This is an optimization exercise on Yosys and OpenROAD, whose aim is small area and few clock cycles per item, not a production implementation. In this exercise RTL edits were held to simulation tests only and were not proved equivalent to the original. Power and IR drop assume default switching activity.

`flow/design.v`:
```
package escc_pkg;
  localparam int unsigned PC_W         = 5;
  localparam logic [7:0]  MAX_YEAR_OFS = 8'd136;
  localparam logic [8:0]  DAYS_PER_YR  = 9'd365;
  localparam logic [4:0]  DIV_STEPS_T  = 5'd16;
  localparam logic [4:0]  DIV_STEPS_M  = 5'd14;
  localparam logic [4:0]  DIV_STEPS_H  = 5'd11;
  localparam logic [4:0]  DIV_STEPS_D  = 5'd8;
  localparam logic [1:0] ST_OK    = 2'd0;
  localparam logic [1:0] ST_RANGE = 2'd1;
  localparam logic [1:0] ST_OVF   = 2'd2;
  localparam logic [3:0] U_NOP    = 4'd0;
  localparam logic [3:0] U_LOAD   = 4'd1;
  localparam logic [3:0] U_DIV    = 4'd2;
  localparam logic [3:0] U_SEC    = 4'd3;
  localparam logic [3:0] U_MIN    = 4'd4;
  localparam logic [3:0] U_HOUR   = 4'd5;
  localparam logic [3:0] U_YEAR   = 4'd6;
  localparam logic [3:0] U_WALK   = 4'd7;
  localparam logic [3:0] U_CHECK  = 4'd8;
  localparam logic [3:0] U_MADD   = 4'd9;
  localparam logic [3:0] U_MUL24  = 4'd10;
  localparam logic [3:0] U_MUL60M = 4'd11;
  localparam logic [3:0] U_MUL60S = 4'd12;
  localparam logic [3:0] U_OVF    = 4'd13;
  localparam logic [1:0] D_60  = 2'd0;
  localparam logic [1:0] D_24  = 2'd1;
  localparam logic [1:0] D_365 = 2'd2;
  localparam logic [2:0] C_NEXT   = 3'd0;
  localparam logic [2:0] C_ALWAYS = 3'd1;
  localparam logic [2:0] C_OP1    = 3'd2;
  localparam logic [2:0] C_LOOP   = 3'd3;
  localparam logic [2:0] C_WALK   = 3'd4;
  localparam logic [2:0] C_BAD    = 3'd5;
  localparam logic [2:0] C_MADD   = 3'd6;
  localparam logic [PC_W-1:0] P_START = 5'd0;
  localparam logic [PC_W-1:0] P_DIVS  = 5'd1;
  localparam logic [PC_W-1:0] P_SEC   = 5'd2;
  localparam logic [PC_W-1:0] P_DIVM  = 5'd3;
  localparam logic [PC_W-1:0] P_MIN   = 5'd4;
  localparam logic [PC_W-1:0] P_DIVH  = 5'd5;
  localparam logic [PC_W-1:0] P_HOUR  = 5'd6;
  localparam logic [PC_W-1:0] P_DIVD  = 5'd7;
  localparam logic [PC_W-1:0] P_YEAR  = 5'd8;
  localparam logic [PC_W-1:0] P_WALK  = 5'd9;
  localparam logic [PC_W-1:0] P_WEND  = 5'd10;
  localparam logic [PC_W-1:0] P_CAL   = 5'd11;
  localparam logic [PC_W-1:0] P_MADD  = 5'd12;
  localparam logic [PC_W-1:0] P_MUL24 = 5'd13;
  localparam logic [PC_W-1:0] P_MULM  = 5'd14;
  localparam logic [PC_W-1:0] P_MULS  = 5'd15;
  localparam logic [PC_W-1:0] P_OVF   = 5'd16;
  localparam logic [PC_W-1:0] P_FIN   = 5'd17;
  typedef struct packed {
    logic [3:0]      uop;
    logic [1:0]      divsel;
    logic [2:0]      cond;
    logic [PC_W-1:0] jump;
    logic            fin;
  } ucw_t;
  localparam int unsigned UCW_W = 4 + 2 + 3 + PC_W + 1;
  typedef struct packed {
    logic op1;
    logic loop_more;
    logic walk_ok;
    logic madd_ok;
    logic bad;
  } flags_t;
  typedef struct packed {
    logic        op;
    logic [31:0] epoch_seconds;
    logic [7:0]  in_year;
    logic [3:0]  in_month;
    logic [4:0]  in_day;
    logic [4:0]  in_hour;
    logic [5:0]  in_minute;
    logic [5:0]  in_second;
  } req_t;
  typedef struct packed {
    logic [31:0] seconds;
    logic [7:0]  year;
    logic [3:0]  month;
    logic [4:0]  day;
    logic [4:0]  hour;
    logic [5:0]  minute;
    logic [5:0]  second;
    logic [1:0]  status;
  } res_t;
  function automatic logic is_leap(input logic [7:0] y);
    is_leap = (y[1:0] == 2'd2);
  endfunction
  function automatic logic [4:0] month_days(input logic [7:0] y, input logic [3:0] m);
    logic [4:0] d;
    case (m)
      4'd1, 4'd3, 4'd5, 4'd7, 4'd8, 4'd10, 4'd12: d = 5'd31;
      4'd4, 4'd6, 4'd9, 4'd11:                    d = 5'd30;
      4'd2:    d = is_leap(y) ? 5'd29 : 5'd28;
      default: d = 5'd0;
    endcase
    month_days = d;
  endfunction
  function automatic logic [UCW_W-1:0] cw(input logic [3:0] uop, input logic [1:0] divsel,
                              input logic [2:0] cond, input logic [PC_W-1:0] jump,
                              input logic fin);
    cw = {uop, divsel, cond, jump, fin};
  endfunction
  function automatic logic [UCW_W-1:0] ucode(input logic [PC_W-1:0] addr);
    logic [UCW_W-1:0] w;
    case (addr)
      P_START: w = cw(U_LOAD,   D_60,  C_OP1,    P_CAL,   1'b0);
      P_DIVS:  w = cw(U_DIV,    D_60,  C_LOOP,   P_DIVS,  1'b0);
      P_SEC:   w = cw(U_SEC,    D_60,  C_NEXT,   P_START, 1'b0);
      P_DIVM:  w = cw(U_DIV,    D_60,  C_LOOP,   P_DIVM,  1'b0);
      P_MIN:   w = cw(U_MIN,    D_60,  C_NEXT,   P_START, 1'b0);
      P_DIVH:  w = cw(U_DIV,    D_24,  C_LOOP,   P_DIVH,  1'b0);
      P_HOUR:  w = cw(U_HOUR,   D_60,  C_NEXT,   P_START, 1'b0);
      P_DIVD:  w = cw(U_DIV,    D_365, C_LOOP,   P_DIVD,  1'b0);
      P_YEAR:  w = cw(U_YEAR,   D_60,  C_NEXT,   P_START, 1'b0);
      P_WALK:  w = cw(U_WALK,   D_60,  C_WALK,   P_WALK,  1'b0);
      P_WEND:  w = cw(U_NOP,    D_60,  C_ALWAYS, P_FIN,   1'b0);
      P_CAL:   w = cw(U_CHECK,  D_60,  C_BAD,    P_FIN,   1'b0);
      P_MADD:  w = cw(U_MADD,   D_60,  C_MADD,   P_MADD,  1'b0);
      P_MUL24: w = cw(U_MUL24,  D_60,  C_NEXT,   P_START, 1'b0);
      P_MULM:  w = cw(U_MUL60M, D_60,  C_NEXT,   P_START, 1'b0);
      P_MULS:  w = cw(U_MUL60S, D_60,  C_NEXT,   P_START, 1'b0);
      P_OVF:   w = cw(U_OVF,    D_60,  C_NEXT,   P_START, 1'b0);
      P_FIN:   w = cw(U_NOP,    D_60,  C_NEXT,   P_START, 1'b1);
      default: w = cw(U_NOP,    D_60,  C_NEXT,   P_START, 1'b1);
    endcase
    ucode = w;
  endfunction
endpackage
module escc_useq (
  input  logic            clk,
  input  logic            rst_n,
  input  logic            start,
  input  logic            hold,
  input  escc_pkg::flags_t flags,
  output escc_pkg::ucw_t  ctl,
  output logic            busy,
  output logic            done
);
  logic [escc_pkg::PC_W-1:0] pc_r, pc_nxt;
  logic                      busy_r, busy_nxt;
  escc_pkg::ucw_t            word;
  logic                      take;
  assign word = escc_pkg::ucode(pc_r);
  always_comb begin
    case (word.cond)
      escc_pkg::C_NEXT:   take = 1'b0;
      escc_pkg::C_ALWAYS: take = 1'b1;
      escc_pkg::C_OP1:    take = flags.op1;
      escc_pkg::C_LOOP:   take = flags.loop_more;
      escc_pkg::C_WALK:   take = flags.walk_ok;
      escc_pkg::C_BAD:    take = flags.bad;
      escc_pkg::C_MADD:   take = flags.madd_ok;
      default:            take = 1'b0;
    endcase
  end
  always_comb begin
    pc_nxt   = pc_r;
    busy_nxt = busy_r;
    done     = 1'b0;
    if (busy_r) begin
      if (word.fin) begin
        if (!hold) begin
          done     = 1'b1;
          busy_nxt = 1'b0;
          pc_nxt   = escc_pkg::P_START;
        end
      end else if (take) begin
        pc_nxt = word.jump;
      end else begin
        pc_nxt = pc_r + 1'b1;
      end
    end else if (start) begin
      busy_nxt = 1'b1;
      pc_nxt   = escc_pkg::P_START;
    end
  end
  always_ff @(posedge clk) begin
    if (!rst_n) begin
      pc_r   <= escc_pkg::P_START;
      busy_r <= 1'b0;
    end else begin
      pc_r   <= pc_nxt;
      busy_r <= busy_nxt;
    end
  end
  assign busy = busy_r;
  assign ctl  = busy_r ? word
                       : escc_pkg::cw(escc_pkg::U_NOP, escc_pkg::D_60, escc_pkg::C_NEXT,
                                      escc_pkg::P_START, 1'b0);
endmodule
module escc_dpath (
  input  logic             clk,
  input  escc_pkg::req_t   req,
  input  escc_pkg::ucw_t   ctl,
  output escc_pkg::flags_t flags,
  output escc_pkg::res_t   res
);
  logic [31:0] acc_r, acc_nxt;
  logic [8:0]  rem_r, rem_nxt;
  logic [4:0]  cnt_r, cnt_nxt;
  logic [5:0]  sec_r, sec_nxt;
  logic [5:0]  min_r, min_nxt;
  logic [4:0]  hour_r, hour_nxt;
  logic [7:0]  y_r, y_nxt;
  logic [3:0]  m_r, m_nxt;
  logic [8:0]  doy_r, doy_nxt;
  logic [32:0] tot_r, tot_nxt;
  logic [1:0]  st_r, st_nxt;
  logic [8:0]  dvs;
  logic [10:0] sh, d1, d2, d3, sub;
  logic [1:0]  qd;
  logic [4:0]  md_cur, md_in;
  logic [8:0]  leap_before;
  logic [8:0]  q9;
  logic        bad;
  logic [16:0] y365;
  always_comb begin
    case (ctl.divsel)
      escc_pkg::D_60:  dvs = 9'd60;
      escc_pkg::D_24:  dvs = 9'd24;
      escc_pkg::D_365: dvs = escc_pkg::DAYS_PER_YR;
      default:         dvs = 9'd60;
    endcase
    sh = {rem_r, acc_r[31:30]};
    d1 = {2'b00, dvs};
    d2 = {1'b0, dvs, 1'b0};
    d3 = d1 + d2;
    if (sh >= d3) begin
      qd  = 2'd3;
      sub = sh - d3;
    end else if (sh >= d2) begin
      qd  = 2'd2;
      sub = sh - d2;
    end else if (sh >= d1) begin
      qd  = 2'd1;
      sub = sh - d1;
    end else begin
      qd  = 2'd0;
      sub = sh;
    end
  end
  assign md_cur      = escc_pkg::month_days(y_r, m_r);
  assign md_in       = escc_pkg::month_days(req.in_year, req.in_month);
  assign q9          = {1'b0, acc_r[7:0]};
  assign leap_before = (q9 + 9'd1) >> 2;
  assign y365        = {9'b0, req.in_year} * 17'(escc_pkg::DAYS_PER_YR);
  assign bad = (req.in_year > escc_pkg::MAX_YEAR_OFS) || (req.in_month == 4'd0) ||
               (req.in_month > 4'd12) || (req.in_day == 5'd0) || (req.in_day > md_in) ||
               (req.in_hour > 5'd23) || (req.in_minute > 6'd59) || (req.in_second > 6'd59);
  assign flags.op1       = req.op;
  assign flags.loop_more = (cnt_r != 5'd1);
  assign flags.walk_ok   = (m_r < 4'd12) && (doy_r >= {4'b0, md_cur});
  assign flags.madd_ok   = (m_r < req.in_month);
  assign flags.bad       = bad;
  always_comb begin
    acc_nxt  = acc_r;
    rem_nxt  = rem_r;
    cnt_nxt  = cnt_r;
    sec_nxt  = sec_r;
    min_nxt  = min_r;
    hour_nxt = hour_r;
    y_nxt    = y_r;
    m_nxt    = m_r;
    doy_nxt  = doy_r;
    tot_nxt  = tot_r;
    st_nxt   = st_r;
    case (ctl.uop)
      escc_pkg::U_NOP: begin
      end
      escc_pkg::U_LOAD: begin
        acc_nxt = req.epoch_seconds;
        rem_nxt = 9'd0;
        cnt_nxt = escc_pkg::DIV_STEPS_T;
        st_nxt  = escc_pkg::ST_OK;
      end
      escc_pkg::U_DIV: begin
        acc_nxt = {acc_r[29:0], qd};
        rem_nxt = sub[8:0];
        cnt_nxt = cnt_r - 5'd1;
      end
      escc_pkg::U_SEC: begin
        sec_nxt = rem_r[5:0];
        acc_nxt = acc_r << (32 - 2 * escc_pkg::DIV_STEPS_M);
        rem_nxt = 9'd0;
        cnt_nxt = escc_pkg::DIV_STEPS_M;
      end
      escc_pkg::U_MIN: begin
        min_nxt = rem_r[5:0];
        acc_nxt = acc_r << (32 - 2 * escc_pkg::DIV_STEPS_H);
        rem_nxt = 9'd0;
        cnt_nxt = escc_pkg::DIV_STEPS_H;
      end
      escc_pkg::U_HOUR: begin
        hour_nxt = rem_r[4:0];
        acc_nxt  = acc_r << (32 - 2 * escc_pkg::DIV_STEPS_D);
        rem_nxt  = 9'd0;
        cnt_nxt  = escc_pkg::DIV_STEPS_D;
      end
      escc_pkg::U_YEAR: begin
        m_nxt = 4'd1;
        if (leap_before > rem_r) begin
          y_nxt   = acc_r[7:0] - 8'd1;
          doy_nxt = rem_r + escc_pkg::DAYS_PER_YR - (q9 >> 2);
        end else begin
          y_nxt   = acc_r[7:0];
          doy_nxt = rem_r - leap_before;
        end
      end
      escc_pkg::U_WALK: begin
        if (flags.walk_ok) begin
          doy_nxt = doy_r - {4'b0, md_cur};
          m_nxt   = m_r + 4'd1;
        end
      end
      escc_pkg::U_CHECK: begin
        y_nxt   = req.in_year;
        m_nxt   = 4'd1;
        st_nxt  = bad ? escc_pkg::ST_RANGE : escc_pkg::ST_OK;
        tot_nxt = 33'(y365) + 33'((9'(req.in_year) + 9'd1) >> 2) + 33'(req.in_day) - 33'd1;
      end
      escc_pkg::U_MADD: begin
        if (flags.madd_ok) begin
          tot_nxt = tot_r + 33'(md_cur);
          m_nxt   = m_r + 4'd1;
        end
      end
      escc_pkg::U_MUL24: begin
        tot_nxt = (tot_r << 4) + (tot_r << 3) + 33'(req.in_hour);
      end
      escc_pkg::U_MUL60M: begin
        tot_nxt = (tot_r << 6) - (tot_r << 2) + 33'(req.in_minute);
      end
      escc_pkg::U_MUL60S: begin
        tot_nxt = (tot_r << 6) - (tot_r << 2) + 33'(req.in_second);
      end
      escc_pkg::U_OVF: begin
        if (tot_r[32]) begin
          st_nxt = escc_pkg::ST_OVF;
        end
      end
      default: begin
      end
    endcase
  end
  always_ff @(posedge clk) begin
    acc_r  <= acc_nxt;
    rem_r  <= rem_nxt;
    cnt_r  <= cnt_nxt;
    sec_r  <= sec_nxt;
    min_r  <= min_nxt;
    hour_r <= hour_nxt;
    y_r    <= y_nxt;
    m_r    <= m_nxt;
    doy_r  <= doy_nxt;
    tot_r  <= tot_nxt;
    st_r   <= st_nxt;
  end
  always_comb begin
    res = '0;
    if (req.op) begin
      res.status = st_r;
      if (st_r == escc_pkg::ST_OK) begin
        res.seconds = tot_r[31:0];
      end
    end else begin
      res.year   = y_r;
      res.month  = m_r;
      res.day    = doy_r[4:0] + 5'd1;
      res.hour   = hour_r;
      res.minute = min_r;
      res.second = sec_r;
      res.status = escc_pkg::ST_OK;
    end
  end
endmodule
module epoch_seconds_calendar_converter (
  input  logic        clk,
  input  logic        rst_n,
  input  logic        in_valid,
  output logic        in_ready,
  input  logic        in_op,
  input  logic [31:0] in_epoch_seconds,
  input  logic [7:0]  in_year,
  input  logic [3:0]  in_month,
  input  logic [4:0]  in_day,
  input  logic [4:0]  in_hour,
  input  logic [5:0]  in_minute,
  input  logic [5:0]  in_second,
  output logic        out_valid,
  input  logic        out_ready,
  output logic [31:0] res_seconds,
  output logic [7:0]  res_year,
  output logic [3:0]  res_month,
  output logic [4:0]  res_day,
  output logic [4:0]  res_hour,
  output logic [5:0]  res_minute,
  output logic [5:0]  res_second,
  output logic [1:0]  status
);
  escc_pkg::req_t   req_r, req_nxt;
  escc_pkg::res_t   out_r, out_nxt;
  logic             out_valid_r, out_valid_nxt;
  escc_pkg::ucw_t   ctl;
  escc_pkg::flags_t flags;
  escc_pkg::res_t   res;
  logic             busy, done, hold, start;
  assign in_ready = !busy;
  assign start    = in_valid && !busy;
  assign hold     = out_valid_r && !out_ready;
  always_comb begin
    req_nxt = req_r;
    if (start) begin
      req_nxt.op            = in_op;
      req_nxt.epoch_seconds = in_epoch_seconds;
      req_nxt.in_year       = in_year;
      req_nxt.in_month      = in_month;
      req_nxt.in_day        = in_day;
      req_nxt.in_hour       = in_hour;
      req_nxt.in_minute     = in_minute;
      req_nxt.in_second     = in_second;
    end
  end
  escc_useq u_seq (
    .clk   (clk),
    .rst_n (rst_n),
    .start (start),
    .hold  (hold),
    .flags (flags),
    .ctl   (ctl),
    .busy  (busy),
    .done  (done)
  );
  escc_dpath u_dp (
    .clk   (clk),
    .req   (req_r),
    .ctl   (ctl),
    .flags (flags),
    .res   (res)
  );
  always_comb begin
    out_nxt       = out_r;
    out_valid_nxt = out_valid_r;
    if (out_valid_r && out_ready) begin
      out_valid_nxt = 1'b0;
    end
    if (done) begin
      out_nxt       = res;
      out_valid_nxt = 1'b1;
    end
  end
  always_ff @(posedge clk) begin
    if (!rst_n) begin
      out_valid_r <= 1'b0;
    end else begin
      out_valid_r <= out_valid_nxt;
    end
    req_r <= req_nxt;
    out_r <= out_nxt;
  end
  assign out_valid   = out_valid_r;
  assign res_seconds = out_r.seconds;
  assign res_year    = out_r.year;
  assign res_month   = out_r.month;
  assign res_day     = out_r.day;
  assign res_hour    = out_r.hour;
  assign res_minute  = out_r.minute;
  assign res_second  = out_r.second;
  assign status      = out_r.status;
endmodule
```
`flow/constraint.sdc`:
```
create_clock -name core_clock -period 8.0 [get_ports {clk}]
set_input_delay 1.6000 -clock core_clock [delete_from_list [all_inputs] [get_ports {clk}]]
set_output_delay 1.6000 -clock core_clock [all_outputs]
set_load 0.01 [all_outputs]
```
`flow/run.sh`:
```
#!/bin/bash
# synth_recipe.tcl (not shown) runs the flow's synth.tcl, then flattens the netlist and writes it again
# the make line also repeats each setting of config.mk as NAME=value (left out here)
make -C /OpenROAD-flow-scripts/flow DESIGN_CONFIG=/design/flow/config.mk WORK_HOME=/design/flow/orfs CLKGATE_MAP_FILE= SYNTH_SCRIPT=/design/flow/synth_recipe.tcl finish
```
`flow/config.mk`:
```
export PLATFORM = sky130hd
export DESIGN_NAME = epoch_seconds_calendar_converter
export DESIGN_NICKNAME = epoch_seconds_calendar_converter
export VERILOG_FILES = /design/flow/design.v
export SDC_FILE = /design/flow/constraint.sdc
export NUM_CORES = 4
export LEC_CHECK = 0
export CAP_MARGIN = 20
export CORE_MARGIN = 2
export CORE_UTILIZATION = 40
export SLEW_MARGIN = 20
```
==> results.tsv <==
stage	metric	value	unit
global_routing	grt total ovfl	0	
cells_and_area	area grow syn2layout	15.79	%
run_status	status	complete, no violations	
floorplan	Core Area	53920	µm²
worst_setup_path	critical path arrival	7.82	ns
place	port bufs	140	
floorplan	Initial Util	40.49	%
place	placed cell count	3023	
cts	CTS tree	yes	
sta	Max Freq	134.6	MHz
logic_synthesis	syn_nets	2579	
sta	Min Hold Slack	0.5242	ns
worst_setup_path	Critical Path Start	req_r[28]	
cts	setup bufs post-CTS	0	
detailed_routing	Initial DRC Count	1447	
worst_setup_path	worst r2r dst	u_dp.tot_r[19]	
sta	Final Cycle Share	92.88	%
place	HPWL after detailed placement	46260	µm
sta	setup ws final	0.5699	ns
logic_synthesis	ys async rst share	0	%
worst_setup_path	WP depth	28	
cells_and_area	final core utilization	46.89	%
power	Max VDD drop	0.0002914	V
detailed_routing	via count	17698	
worst_setup_path	CP Capture Point	u_dp.tot_r[19]	
worst_setup_path	CP Launch Type	register	
logic_synthesis	cell type with the largest total area after synthesis	edfxtp_1	
cts	clk root buf	clkbuf_16	
cts	Bufs on Longest Clock Path	3	
sta	RSZ-0062 raised after global routing	no	
logic_synthesis	Avg Synthesized Cell Area	9.791	µm²
detailed_routing	drt wl/cell	19.74	µm
global_routing	antenna violations before repair	1	
detailed_routing	WL final	60960	µm
place	Final GP Congestion	0.8950	
cts	Inserted Clock Buffers	36	
place	pre-CTS setup slack	0.5632	ns
sta	final hold violation count	0	
cells_and_area	nets@finish	2716	
floorplan	Top-Level Pins	141	
cells_and_area	Non-Filler Instances	3088	
detailed_routing	via-per-instance ratio	5.731	
logic_synthesis	synth unique cells	83	
cells_and_area	most common cell after layout, fill and taps aside	edfxtp_1	
power	Pwr Density	262.5	nW/µm²
cts	clock latency (worst-skew pair)	0.57	ns
floorplan	Die H	237.6	µm
worst_setup_path	CP Capture Type	register	
power	LEAKAGE	10.28	nW
sta	Fin Clk Skew	0.02372	ns
worst_setup_path	RR Startpoint	req_r[28]	
logic_synthesis	Syn Std Cell Area	21830	µm²
cts	Clk pin slew, worst setup/hold paths	0.06	ns
worst_setup_path	Top delay family on crit path	compound AO/OA/AOI/OAI gates	
worst_setup_path	critical path buffer and inverter count	4	
detailed_routing	DR pass1 iterations	8	
floorplan	row count	85	
worst_setup_path	WS Path Type	reg -> reg	
cts	H-tree Lvls	2	
sta	worst-margin pin slew	1.062	ns
worst_setup_path	CP max-delay cell	a21oi_1	
logic_synthesis	top cell type's share of synthesized area	34.93	%
cells_and_area	layout cells sized above 1	5.479	%
cells_and_area	Fillers	5073	
cts	hold buffer count at cts	0	
worst_setup_path	CP Max Fanout	7	
logic_synthesis	post-synthesis sequential area ratio	36.95	%
sta	slew margin rel.	28.67	%
logic_synthesis	ranking of synthesized cells by area	edfxtp_1 35%, ha_1 14%, xnor2_1 5.0%, inv_1 3.8%, fa_1 3.0%	
logic_synthesis	Synth Register Bits	276	
run	Max-Cap Viols	0	
worst_setup_path	R2R cell count	28	
global_routing	first-pass GRT wire length	96310	µm
cts	Sink Count	276	
global_routing	vias in the first global route	17549	
logic_synthesis	yosys warns	3	
global_routing	largest net degree at the start of global routing	70	
sta	final setup TNS	0	ns
worst_setup_path	Worst Path Required	8.39	ns
cells_and_area	most frequent cells in the layout	254 x edfxtp_1, 245 x ha_1, 221 x inv_1	
global_routing	GRT Total Usage	21.54	%
logic_synthesis	number of synthesized flops with an enable pin	254	
sta	min cycle time layout	7.430	ns
logic_synthesis	ys flop type	edfxtp_1	
floorplan	Die Width	237.6	µm
floorplan	area of the die	56470	µm²
sta	Setup-failing EPs final	0	
detailed_routing	drc violations	0	
logic_synthesis	Synth Instances	2230	
detailed_routing	antenna viol nets, final	0	
min_path	HP Class	reg -> reg	
sta	Final Slew Violations	0	
worst_setup_path	r2r setup slk	0.57	ns
worst_setup_path	CP max stage delay	0.61	ns
==> state kept, by name, summed over array words and instances, names as in the netlist <==
signal / count
u_seq.pc_r: 5
u_dp.sec_r: 6
u_dp.rem_r: 9
u_dp.tot_r: 33
u_dp.st_r: 2
u_dp.min_r: 6
out_r: 68
u_seq.word: 15
u_dp.cnt_r: 5
u_dp.y_r: 8
u_dp.acc_r: 32
u_dp.m_r: 4
u_dp.hour_r: 5
u_seq.busy_r: 1
u_dp.doy_r: 9
out_valid_r: 1
req_r: 67
==> worst min path at each step <==
stage,end,cells after the start,startpoint
2_1_floorplan,u_dp.acc_r[0],2,req_r[34]
3_3_place_gp,u_dp.acc_r[0],2,req_r[34]
3_5_place_dp,out_r[16],1,u_dp.hour_r[2]
4_1_cts,out_r[7],1,u_dp.sec_r[5]
5_1_grt,out_r[16],1,u_dp.hour_r[2]
6_report,out_r[7],1,u_dp.sec_r[5]
==> stage by stage <==
step,area [µm²],power (mW)
floorplan,21830,4.399
global placement,24080,4.973
detailed placement,24080,5.047
CTS,25220,6.656
global route,25280,7.170
finish,25280,6.637
==> where the power goes <==
part | switching [mW] | internal (mW) | total (mW) | leakage [nW]
Combinational | 1.70 | 1.38 | 3.08 | 7.19
Sequential | 0.123 | 1.87 | 1.99 | 2.54
Clock | 0.655 | 0.914 | 1.57 | 0.552
Total | 2.48 | 4.16 | 6.64 | 10.3
==> worst reg2reg max path: cells and delay by family (launching register included) <==
| family | cells | cell delay, ns |
|---|---|---|
| compound gates | 12 | 2.96 |
| fa+ha+maj | 7 | 2.51 |
| simple gates | 3 | 0.56 |
| flops | 1 | 0.48 |
| xor+xnor | 2 | 0.46 |
| buf+inv | 4 | 0.27 |
==> synth_stat cells (9+ instances only) <==
| library cell | count |
|---|---|
| a221oi_1 | 13 |
| nor4_1 | 11 |
| or3_1 | 14 |
| xnor2_1 | 125 |
| nand4_1 | 28 |
| o211ai_1 | 14 |
| o31ai_1 | 13 |
| and2_1 | 44 |
| nor2_1 | 126 |
| o22ai_1 | 23 |
| a31oi_1 | 14 |
| o21ai_0 | 91 |
| o21bai_1 | 15 |
| fa_1 | 33 |
| clkbuf_1 | 61 |
| a21o_1 | 50 |
| mux2i_1 | 21 |
| ha_1 | 245 |
| nor2b_1 | 61 |
| edfxtp_1 | 254 |
| nor3_1 | 48 |
| mux2_2 | 12 |
| nand3_1 | 53 |
| nand2b_1 | 28 |
| a21boi_0 | 9 |
| a21oi_1 | 127 |
| inv_1 | 221 |
| a22oi_1 | 31 |
| a222oi_1 | 25 |
| o21a_1 | 19 |
| xor2_1 | 63 |
| dfxtp_1 | 22 |
| a211oi_1 | 28 |
| nand2_1 | 137 |
| and3_1 | 12 |
==> final cells by class <==
cell class              instances  area (µm²)  share of cell area [%]
multi-input cells            1667       12750                   50.43
flip-flops and latches        276        8068                   31.91
repair buffers                165        1629                   6.444
clock buffers                  42       944.7                   3.737
well taps                     696       870.8                   3.445
inverters                     221       829.5                   3.281
clock inverters                20       188.9                  0.7473
diodes                          1       2.502                0.009898
==> repair_timing <==
item,4_1_cts,5_1_grt
endpoints found under the setup margin,0,3
gates resized for setup,0,1
endpoints found under the hold margin,0,0
==> layer usage <==
| metal | wire length, µm | share of wire (%) | vias to the layer above | global-route usage, % |
|---|---|---|---|---|
| li1 | - | - | 8483 | - |
| met1 | 28640 | 47 | 8538 | 30.49 |
| met2 | 26640 | 44 | 580 | 33.56 |
| met5 | 7 | 0.011 | - | 0 |
| met4 | 1472 | 2.4 | 2 | 6.670 |
| met3 | 4199 | 6.9 | 95 | 3.693 |
==> kinds of logic (layout without fill, tap and decap cells) <==
kind of cell | after synthesis | count (layout) | synth area share (%)
AOI/OAI and AO/OA | 558 | 558 | 17.34
xor gates and xnor gates | 188 | 188 | 7.541
other | 0 | 1 | 0
DFF | 276 | 276 | 36.95
muxes | 33 | 33 | 1.582
adders and majority gates | 278 | 278 | 17.06
buffers and inverters | 287 | 448 | 4.951
and+or+nand+nor | 610 | 610 | 14.57
Testbench counts, summed over its fixed seeds: cycles 125,222, items 3,200.

-- static timing again, ports no longer ideal --
The flow's constraints put no driver on any port. The routed layout listed below was extracted and timed again, unchanged, in two steps.
Step 1, drivers: a clkbuf_16 drives clk and a buf_2 each remaining input, both assumed.
Step 2, shift: input delay + t, output delay - t, t = (earliest + latest rising clock arrival at the registers) / 2. This alone moves slack from input paths to output paths.
Three values: ideal, step 1, step 2; two values: the first two.
shift t [ns]: 0.613
slack for setup (ns): 0.570 / 0.570 / 0.570
hold WS [ns]: 0.524 / 0.524 / 0.524
worst data-port slew with drivers (ns): 0.04
After both steps this run still meets setup and hold. The setup slack of this run moves by 0.000 ns with the drivers and by 0.000 ns with both steps.
